From an optimization exercise on the open Yosys and OpenROAD flow, aimed at small area, a short achievable clock period and few clock cycles per item; shortcuts taken in it are not production practice.
Function was checked by simulation only, so behaviour that the tests miss may differ from the original.
Power figures rest on the tool's default switching activity, not on a simulated workload.

// alu_cluster
module alu_cluster (
  input  logic          clk,
  input  logic          rst,
  input  logic          in_valid,
  output logic          in_ready,
  input  logic [145:0]  in_req,
  output logic          out_valid,
  input  logic          out_ready,
  output logic [72:0]   out_rsp
);
Size: about 2,600 cells after synthesis, roughly 0.014 sq mm of cells after synthesis.
export LEC_CHECK = 0
export ABC_AREA = 1
export CAP_MARGIN = 30
export CORE_MARGIN = 2
export CORE_UTILIZATION = 40
export PLACE_DENSITY = 0.6
export SETUP_SLACK_MARGIN = 2.0
export SLEW_MARGIN = 20
create_clock -name core_clock -period 6.0 [get_ports {clk}]
standard.sh (not shown) runs the stock make flow with config.mk's settings and CLKGATE_MAP_FILE= SYNTH_SCRIPT=/design/flow/synth_recipe.tcl, a recipe that flattens the netlist after the stock synthesis.
==> flow/flow/run.sh <==
#!/bin/bash
set -euo pipefail
export BUFFER_PORTS_ARGS="-buffer_cell sky130_fd_sc_hd__buf_1"
export ADDER_MAP_FILE=
rm -rf scripts_abc
cp -r "$FLOW_HOME/scripts" scripts_abc
cp flow/abc_area.script scripts_abc/abc_area.script
SCRIPTS_DIR="$PWD/scripts_abc" bash standard.sh synth > synth.log 2>&1
bash standard.sh > standard.log 2>&1
==> flow/flow/abc_area.script <==
strash
balance
rewrite
refactor
balance
rewrite
rewrite -z
balance
refactor -z
rewrite -z
balance
dch
map -B 0.9
topo
stime -c
buffer -c
upsize -c
dnsize -c
The baseline completed without violations.
Testbench counts at the start, summed over its fixed seeds: cycles 27,441, items 24,000.
Rerun with:
==> flow/flow/run.sh (replaced) <==
#!/bin/bash
# The standard layout, with plain buf_1 cells as the port buffers (the resizer
# upsizes them where timing needs it).
set -euo pipefail
export BUFFER_PORTS_ARGS="-buffer_cell sky130_fd_sc_hd__buf_1"
export ADDER_MAP_FILE=
bash standard.sh > standard.log 2>&1
Settings changed: TNS_END_PERCENT set to 30.
removed: flow/flow/abc_area.script
Effect: Count of clock-buffer cells in the layout fell by 1. Critical path depth is lower by 2. Die area rises by 1.4%. Clock power came out lower by 11%. Final cell count falls by 0.55%. Routed wire length falls by 2.4%. Sequential share of layout area came out higher by 0.24 points. Hold slack gets worse by 0.073 ns. Via count rises by 0.95%. Global-route usage shrinks by 1.5 points.
Rerun with:
--- a/flow/flow/run.sh
+++ b/flow/flow/run.sh
@@ -6,0 +7 @@
+export SKIP_GATE_CLONING=1
Settings changed: TNS_END_PERCENT 30 to not set.
Outcome: Wire length fell by about 1.4%. Fmax came out higher by about 1.5%. First-iteration DRC count is lower by 5.2%. Final area decreases by about 2%. Utilization came out lower by 0.95 points. Cell count went down by 0.45%.
Rerun with:
--- a/flow/flow/run.sh
+++ b/flow/flow/run.sh
@@ -7 +6,0 @@
-export SKIP_GATE_CLONING=1
Settings changed: CORE_UTILIZATION 40 to 50, PLACE_DENSITY 0.6 to 0.65.
What happened: The new run finished with timing, DRC and antenna clean. Wire length decreases by 3.6%. First-iteration DRC count increases by 27%. Synthesized cell count is unchanged.
Rerun with:
==> flow/flow/run.sh (replaced) <==
#!/bin/bash
set -euo pipefail
export BUFFER_PORTS_ARGS="-buffer_cell sky130_fd_sc_hd__buf_1"
export ADDER_MAP_FILE=
export SKIP_GATE_CLONING=1
rm -rf scripts_abc
cp -r "$FLOW_HOME/scripts" scripts_abc
cp flow/abc_area.script scripts_abc/abc_area.script
SCRIPTS_DIR="$PWD/scripts_abc" bash standard.sh synth > synth.log 2>&1
bash standard.sh > standard.log 2>&1
==> flow/flow/abc_area.script (new file) <==
strash
dch
map -B 0.9
topo
stime -c
Settings changed: CORE_UTILIZATION 50 to 40, PLACE_DENSITY 0.65 to 0.6.
After rerunning:
- worst setup slack gets worse by 0.034 ns
- total power goes up by about 2%
- synthesized cell count shrinks by 5.6%
- routed wire length came out higher by 1.1%
- global-route usage went down by 3.5 points
- final area climbs by 1.9%
- via count hardly moves
- combinational power stays flat
- clock power increases by 7.7%
- flip-flop and latch count stays the same
- non-clock buffer count is higher by 20

-- afterwards: timing with drivers on the ports --
Ports are ideal in the flow. The routed layouts listed here were re-timed in OpenROAD.
Step 1 (the two cells are an assumption about what drives the block):
set clk [get_ports {clk}]
set_driving_cell -lib_cell sky130_fd_sc_hd__clkbuf_16 $clk
set_driving_cell -lib_cell sky130_fd_sc_hd__buf_2 [delete_from_list [all_inputs] $clk]
Step 2 adds t to the input delays and takes it off the output delays; t is the mean of the earliest and latest rising clock arrival at the registers after step 1. Input paths then give back, and output paths get back, about the clock's delay inside the block.
a / b / c = ideal / step 1 / step 2; a / b = the first two.
run | shift t [ns] | slack for setup (ns) | worst hold slack (ns)
the first run | 0.391 | 2.028 / 2.051 / 1.660 | 0.815 / 0.815 / 0.815
the second run | 0.396 | 1.985 / 2.007 / 1.611 | 0.742 / 0.742 / 0.742
the third run | 0.399 | 2.044 / 2.045 / 1.646 | 0.740 / 0.740 / 0.740
the fourth run | 0.389 | 1.963 / 1.987 / 1.598 | 0.975 / 0.975 / 0.975
the fifth run | 0.437 | 1.929 / 1.891 / 1.488 | 0.856 / 0.856 / 0.856
After both steps setup and hold are still met in every run listed. The setup slack of the fifth run, which loses most, moves by -0.038 ns with the drivers and by -0.441 ns with both steps.
